From an optimization exercise on the open Yosys and OpenROAD flow, aimed at small area, a short achievable clock period and few clock cycles per item; shortcuts taken in it are not production practice.
RTL that was checked went through simulation tests only; none was proved equivalent to the original.

== the reference run ==
Design sparse_top, start of the top module:
module sparse_top #(
  parameter int LANES     = sparse_cfg_pkg::LANES_DEF,
  parameter int DATA_W    = sparse_cfg_pkg::DATA_W_DEF,
  parameter int ACC_W     = sparse_cfg_pkg::ACC_W_DEF,
  parameter int OUT_SHIFT = sparse_cfg_pkg::SHIFT_DEF
) (
  input  logic                    clk,
  input  logic                    rst_n,
  input  logic [LANES*DATA_W-1:0] weights_in,
  input  logic                    weights_valid,
  output logic                    weights_ready,
  input  logic [LANES*DATA_W-1:0] act_packed,
  input  logic [LANES-1:0]        act_mask,
  input  logic                    act_last,
  input  logic                    act_valid,
  output logic                    act_ready,
  output logic [LANES*DATA_W-1:0] out_packed,
  output logic [LANES-1:0]        out_mask,
  output logic                    out_valid,
  input  logic                    out_ready
);
Size in the first run: roughly 2100 cells after synthesis, roughly 310 flip-flops, ~110 I/O pins, roughly 23000 µm² of cells after synthesis.
clock: 7.0 ns
lec_check: 0
abc_clock_period_in_ps: 3000
cap_margin: 20
core_margin: 2
core_utilization: 40
setup_slack_margin: 3
slew_margin: 20
run.sh (not shown) runs the stock make flow with config.mk's settings and CLKGATE_MAP_FILE= SYNTH_SCRIPT=/design/flow/synth_recipe.tcl, a recipe that flattens the netlist after the stock synthesis.
The reference run finished every step from synthesis to the final layout, and the layout passed the timing, design-rule and antenna checks.
Testbench counts of the reference run, summed over its fixed seeds: cycles 11,168, groups 2,400.
Changes in the trial run relative to the reference run:
- clearing ABC_CLOCK_PERIOD_IN_PS, which used to be 3000
==> comparison <==
Delta (the trial run minus the reference run): final design instance area without fill now sits at about the same level; post-layout minimum cycle time now sits at about the same level; clock transition time at the flip-flop clock pins of the worst setup and hold paths now sits at about the same level; clock skew now sits at about the same level.
The trial run went all the way through the flow, and no timing, DRC or antenna check failed.
There was hardly any difference in number of cells in the finished layout apart from fillers between the trial run and the reference run.

* * *

## run 1
Another version of the RTL of sparse_top (not shown whole).
Size: ~2,800 cells after synthesis, ~110 I/O pins, about 0.024 mm2 of cells after synthesis.
export LEC_CHECK = 0
export ABC_AREA = 1
export CAP_MARGIN = 20
export CORE_MARGIN = 2
export CORE_UTILIZATION = 40
export CTS_CLUSTER_DIAMETER = 250
export CTS_CLUSTER_SIZE = 25
export SETUP_SLACK_MARGIN = 4
export SLEW_MARGIN = 20
create_clock -name core_clock -period 7.0 [get_ports {clk}]
Testbench counts of run 1, summed over its fixed seeds: cycles 11,168, groups 2,400.
diff inputs: run 1 => run 2
Settings: CORE_UTILIZATION now 50, was 40.
Results
- The top routing layer in use comes out met4 in one run and met5 in the other, namely in run 1 and run 2 respectively.
- Run 2 vs run 1 on wire length: run 2 is the higher one.
- Looking at run 1 and run 2, the number of signal-net inverters in the final layout is a wash.
- On clock buffer instance count of the final layout, run 2 tracks run 1 almost exactly.
Changes in run 3 relative to run 2:
Settings: changing CTS_CLUSTER_SIZE from 25 to 20; changing CTS_CLUSTER_DIAMETER from 250 to 200.
Results
The final layout from run 3, which completed every stage, passed the timing, design-rule and antenna checks at the end of the flow.
Any difference in number of global-route vias before repair between run 2 and run 3 is small enough to ignore.
Run 3 against run 2: average vias per placed instance level; clock network area share rose by 0.28 points.
mac.acc_q[2][17] as the endpoint of the worst setup timing path was reported by run 2, and mac.acc_q[0][14] by run 3.

* * *

sparse_top, a different RTL version from the one above (not shown whole).
For scale: roughly 2600 cells after synthesis, ~25000 sq um of cells after synthesis.
Settings: LEC_CHECK=0, CAP_MARGIN=20, CORE_MARGIN=2, CORE_UTILIZATION=40, SETUP_SLACK_MARGIN=4, SLEW_MARGIN=20; clock period 7.0 ns.
The starting point produced a clean layout.
Testbench counts at the start, summed over its fixed seeds: cycles 11,168, groups 2,400.
Change:
Settings changed: ABC_AREA set to 1, CORE_UTILIZATION 40 to 50, SETUP_SLACK_MARGIN 4 to 3.8, TNS_END_PERCENT set to 0.
After rerunning: Clock skew increases by 0.0051 ns; global-route usage increases by 4.4 points; final cell count decreases by 1.7%; routed wire length decreases by 7.3%.
Change:
Settings changed: CORE_UTILIZATION 50 to 40, SETUP_SLACK_MARGIN 3.8 to 3.6, TNS_END_PERCENT 0 to not set.
The changed run passed the timing, design-rule and antenna checks.
Area after synthesis stays the same.
Design area came out higher by about 0.7%.
Clock-buffer cell count stays the same.
Cell count grows by 4.8%.
Routed wire length is higher by about 2.4%.
Change:
Settings changed: CORE_UTILIZATION 40 to 50, SETUP_SLACK_MARGIN 3.6 to 3.8.
Wire length goes down by 0.95%.
Design area drops by about 0.37%.
Non-clock buffer count is higher by 5.
Change:
Settings changed: CORE_UTILIZATION 50 to 40, SETUP_SLACK_MARGIN 3.8 to 4.3.
Outcome: The new run finished clean; via count goes up by a few percent; core utilization goes down by 7.0 points; die area goes up by a quarter to a third.
Change:
Settings changed: CORE_UTILIZATION 40 to 50, CTS_CLUSTER_DIAMETER set to 250, CTS_CLUSTER_SIZE set to 25, SETUP_SLACK_MARGIN 4.3 to 4, TNS_END_PERCENT set to 10.
Result: Synthesized area is unchanged. Flip-flop and latch count stays the same. Via count goes down by about 3.8%. Routed wire length goes down by 9.0%. Setup slack gets worse by 0.15 ns. Utilization goes up by 5.7 points. Critical path depth goes up by 4. Final area goes down by 11%. First-iteration DRC count goes down by 0.81%.

* * *

Another version of the RTL of sparse_top (not shown whole).
For scale: about 110 I/O pins.
export LEC_CHECK = 0
export CAP_MARGIN = 20
export CORE_MARGIN = 2
export CORE_UTILIZATION = 40
export SLEW_MARGIN = 20
create_clock -name core_clock -period 7.0 [get_ports {clk}]
Change:
- SETUP_SLACK_MARGIN: unset -> 1.5
=> The changed run went through all stages and came out clean; global-route usage increases by 0.60 points; die area stays the same; utilization rises by 0.94 points; setup slack gains 760 ps.
Function was not checked in any run of this note: the RTL went through the layout flow alone.

* * *

job 2379:
RTL: one of the versions met above, not the one the previous note started from.
Size in the first run: about 2800 cells after synthesis, ~330 flip-flops, about 110 I/O pins.
==> flow/config.mk <==
export PLATFORM = sky130hd
export DESIGN_NAME = sparse_top
export DESIGN_NICKNAME = sparse_top
export VERILOG_FILES = /design/flow/design.v
export SDC_FILE = /design/flow/constraint.sdc
export NUM_CORES = 4
export LEC_CHECK = 0
export ABC_AREA = 1
export CAP_MARGIN = 20
export CORE_MARGIN = 2
export CORE_UTILIZATION = 50
export CTS_CLUSTER_DIAMETER = 171
export CTS_CLUSTER_SIZE = 20
export SETUP_SLACK_MARGIN = 3.8
export SLEW_MARGIN = 20
==> flow/constraint.sdc <==
create_clock -name core_clock -period 7.0 [get_ports {clk}]
set_input_delay 1.4000 -clock core_clock [delete_from_list [all_inputs] [get_ports {clk}]]
set_output_delay 1.4000 -clock core_clock [all_outputs]
set_load 0.01 [all_outputs]
Job 2379 went all the way through synthesis, placement and routing and the layout is clean on timing, DRC and antenna.
Testbench counts of job 2379, summed over its fixed seeds: cycles 11,168, groups 2,400.
--- input diff job 2379..job 3333 ---
Settings: clearing CTS_CLUSTER_SIZE, which used to be 20; swapping 50 for 60 in CORE_UTILIZATION; clearing CTS_CLUSTER_DIAMETER, which used to be 171.
==> run summary <==
Job 2379 fits on a die that is larger than the die of job 3333.
Diff job 2379 -> job 3333: number of diodes has remained practically unchanged, total via count after detailed routing rose 345, share of the final layout cell area in multi-input gates lost 1.1 points.
### job 3333 -> job 4407
Settings: TNS_END_PERCENT now 10, previously not set; SETUP_SLACK_MARGIN now 4, was 3.8; CORE_UTILIZATION now 50, was 60.
Results
Delta (job 4407 minus job 3333): routed wire length saw an increase, number of cell instances on the worst register-to-register path saw an increase.
Fraction of area in clock buffers and inverters (lower): job 4407
Job 4407 vs. job 3333: final area increased by about 0.56% relative to the old numbers; die area went up 20%.
In job 4407, the well-tap cell count came out 132 above the value in job 3333.
Comparing the two runs side by side, job 4407 comes out ahead of job 3333 on maximum frequency.
Sort job 3333 and job 4407 by first-iteration DRC count asc -> top: job 4407
[inputs] job 9104 vs job 4407
Settings: TNS_END_PERCENT removed (was 10); SETUP_SLACK_MARGIN changed from 4 to 3.8; CORE_UTILIZATION changed from 50 to 40.
Findings:
Measured against job 9104, the die extent in y of job 4407 comes out at 0.896 times the reference value.
Clock-cell share of area of job 9104 is on par with job 4407.
Diff job 4407 -> job 9104 | growth of design area from synthesis to finish | increase of 1.3 points

* * *

sparse_top, a different RTL version from the one above (not shown whole).
For scale: roughly 3500 cells after synthesis, roughly 110 I/O pins, about 27000 sq um of cells after synthesis.
Settings: LEC_CHECK=0, ABC_AREA=1, CAP_MARGIN=20, CORE_MARGIN=2, CORE_UTILIZATION=40, SETUP_SLACK_MARGIN=3, SLEW_MARGIN=20; clock period 7.0 ns.
The starting point ran to the end with no violations.
Change:
ABC_AREA = default   (was 1)
- sequential cell count stays the same
- global-route usage goes down by 1.2 points
- cell area goes down by 8.4%
- utilization goes up by 0.87 points
- critical path depth is unchanged
- worst setup slack is worse by 0.27 ns
- via count goes down by 21%
- fmax goes down by 7.1%
- first-iteration DRC count goes down by 37%
Function was not checked in any run of this note: the RTL went through the layout flow alone.

* * *

Starting RTL as in the previous note.
Design sparse_top, start of the top module:
module sparse_top #(
  parameter int LANES     = sparse_cfg_pkg::LANES_DEF,
  parameter int DATA_W    = sparse_cfg_pkg::DATA_W_DEF,
  parameter int ACC_W     = sparse_cfg_pkg::ACC_W_DEF,
  parameter int OUT_SHIFT = sparse_cfg_pkg::SHIFT_DEF
) (
  input  logic                    clk,
  input  logic                    rst_n,
  input  logic [LANES*DATA_W-1:0] weights_in,
  input  logic                    weights_valid,
  output logic                    weights_ready,
  input  logic [LANES*DATA_W-1:0] act_packed,
  input  logic [LANES-1:0]        act_mask,
  input  logic                    act_last,
  input  logic                    act_valid,
  output logic                    act_ready,
  output logic [LANES*DATA_W-1:0] out_packed,
  output logic [LANES-1:0]        out_mask,
  output logic                    out_valid,
  input  logic                    out_ready
);
  logic [LANES*DATA_W-1:0] lanes_d;
  logic [LANES*ACC_W-1:0]  acc_lanes;
  logic accept, weight_load, s1_en, acc_en, acc_clr, out_load;
  flow_controller controller (
    .clk(clk), .rst_n(rst_n),
    .weights_valid(weights_valid), .weights_ready(weights_ready),
    .act_valid(act_valid), .act_last(act_last), .act_ready(act_ready),
    .out_valid(out_valid), .out_ready(out_ready),
    .accept(accept), .weight_load(weight_load),
    .s1_en(s1_en), .acc_en(acc_en), .acc_clr(acc_clr), .out_load(out_load)
  );
  sparse_decoder #(.LANES(LANES), .DATA_W(DATA_W)) decoder (
    .act_packed(act_packed), .act_mask(act_mask), .lanes_d(lanes_d)
  );
  mac_lanes #(.LANES(LANES), .DATA_W(DATA_W), .ACC_W(ACC_W)) mac (
    .clk(clk),
    .lanes_d(lanes_d), .accept(accept),
    .weight_load(weight_load), .weight_word(weights_in),
    .s1_en(s1_en), .acc_en(acc_en), .acc_clr(acc_clr), .acc_lanes(acc_lanes)
  );
  result_encoder #(
    .LANES(LANES), .DATA_W(DATA_W), .ACC_W(ACC_W), .OUT_SHIFT(OUT_SHIFT)
  ) encoder (
    .clk(clk),
    .acc_lanes(acc_lanes), .out_load(out_load),
    .out_packed(out_packed), .out_mask(out_mask)
  );
endmodule
clock: 7.0 ns
lec_check: 0
abc_area: 1
cap_margin: 20
core_margin: 2
core_utilization: 40
setup_slack_margin: 3.5
slew_margin: 20
Then changed:
- ABC_AREA: 1 -> default
- CORE_UTILIZATION: 40 -> 60
- SETUP_SLACK_MARGIN: 3.5 -> 4
The changed run passed the timing, design-rule and antenna checks.
Cell count goes down by 30%.
Design area climbs by 1.6%.
Then changed:
- ABC_AREA: default -> 1
- CORE_UTILIZATION: 60 -> 40
Effect: First-iteration DRC count went up by 53%; sequential share of layout area fell by 1.3 points; hold slack loses 0.0033 ns; area after synthesis rose by 11%; final area came out higher by 4.6%; routed wire length went up by 15%; core utilization came out lower by 29 points; final cell count goes up by 47%.
Then changed:
- SETUP_SLACK_MARGIN: 4 -> 4.5
After rerunning: The changed run produced a clean layout. Core utilization rose by 6.4 points. Global-route usage rose by 1.0 points. Wire length rose by a little under a tenth. Setup slack loses 0.056 ns. Non-clock buffer count rose by 134. Count of clock-buffer cells in the layout rose by 5. Via count rose by a few percent.
No run of this note included a check of the RTL's function; only the layout flow was run.

-- static timing again, ports no longer ideal --
Ports are ideal in the flow. The routed layouts listed here were re-timed in OpenROAD. Step 1 sets driving cells, clkbuf_16 on the clock port and buf_2 on the other inputs (assumed; they add their load-dependent delay and slew). Step 2, shift: input delay + t, output delay - t, t = (earliest + latest rising clock arrival at the registers) / 2. This alone moves slack from input paths to output paths. a / b / c = ideal ports / drivers / drivers and shift; a / b = the first two.
| run | shift t [ns] | setup slack, ns | hold WS [ns] | slew at the worst register clock pin (ns) | worst data-port slew with drivers (ns) |
|---|---|---|---|---|---|
| the reference run | 0.601 | 3.169 / 3.169 / 2.868 | 0.418 / 0.418 / 0.418 | 0.06 / 0.06 | 0.04 |
| the trial run | 0.601 | 3.169 / 3.169 / 2.868 | 0.418 / 0.418 / 0.418 | 0.06 / 0.06 | 0.04 |
| run 1 | 0.595 | 4.079 / 4.032 / 3.589 | 0.444 / 0.444 / 0.444 | 0.12 / 0.12 | 0.06 |
| run 2 | 0.599 | 4.063 / 4.027 / 3.598 | 0.446 / 0.446 / 0.446 | 0.11 / 0.11 | 0.07 |
| run 3 | 0.607 | 4.057 / 4.057 / 3.608 | 0.445 / 0.445 / 0.445 | 0.10 / 0.10 | 0.07 |
| the first run of note 3 | 0.617 | 3.380 / 3.380 / 3.380 | 0.420 / 0.420 / 0.420 | 0.06 / 0.06 | 0.05 |
| the second run of note 3 | 0.612 | 3.876 / 3.876 / 3.349 | 0.418 / 0.418 / 0.418 | 0.06 / 0.06 | 0.04 |
| the third run of note 3 | 0.615 | 3.799 / 3.799 / 3.308 | 0.426 / 0.426 / 0.426 | 0.06 / 0.06 | 0.05 |
| the fourth run of note 3 | 0.617 | 3.925 / 3.925 / 3.410 | 0.439 / 0.439 / 0.439 | 0.07 / 0.07 | 0.04 |
| the fifth run of note 3 | 0.613 | 4.085 / 4.085 / 3.848 | 0.422 / 0.422 / 0.422 | 0.06 / 0.06 | 0.06 |
| the sixth run of note 3 | 0.583 | 3.937 / 3.937 / 3.429 | 0.427 / 0.427 / 0.427 | 0.11 / 0.11 | 0.04 |
| the first run of note 4 | 0.599 | 0.953 / 0.953 / 0.953 | 0.509 / 0.509 / 0.509 | 0.06 / 0.06 | 0.07 |
| the second run of note 4 | 0.611 | 1.713 / 1.713 / 1.713 | 0.510 / 0.510 / 0.510 | 0.06 / 0.06 | 0.05 |
| job 2379 | 0.611 | 3.922 / 3.922 / 3.430 | 0.441 / 0.441 / 0.441 | 0.10 / 0.10 | 0.04 |
| job 3333 | 0.615 | 3.922 / 3.922 / 3.384 | 0.426 / 0.426 / 0.426 | 0.06 / 0.06 | 0.04 |
| job 4407 | 0.612 | 3.946 / 3.946 / 3.444 | 0.418 / 0.418 / 0.418 | 0.06 / 0.06 | 0.04 |
| job 9104 | 0.619 | 3.923 / 3.923 / 3.361 | 0.420 / 0.420 / 0.420 | 0.06 / 0.06 | 0.04 |
| the first run of note 6 | 0.622 | 3.415 / 3.415 / 2.926 | 0.412 / 0.412 / 0.412 | 0.06 / 0.06 | 0.06 |
| the second run of note 6 | 0.611 | 3.143 / 3.143 / 2.581 | 0.426 / 0.426 / 0.426 | 0.06 / 0.06 | 0.06 |
| the first run of note 7 | 0.623 | 3.698 / 3.728 / 3.108 | 0.412 / 0.412 / 0.412 | 0.06 / 0.06 | 0.06 |
| the second run of note 7 | 0.599 | 3.477 / 3.477 / 3.477 | 0.424 / 0.424 / 0.424 | 0.07 / 0.07 | 0.05 |
| the third run of note 7 | 0.627 | 3.860 / 3.860 / 3.556 | 0.421 / 0.421 / 0.421 | 0.07 / 0.07 | 0.09 |
| the fourth run of note 7 | 0.630 | 3.804 / 3.804 / 3.804 | 0.451 / 0.451 / 0.451 | 0.07 / 0.07 | 0.04 |
After both steps every run listed still meets setup and hold. For the first run of note 7, which loses most, drivers alone change the setup slack by +0.030 ns; drivers and shift together by -0.590 ns.
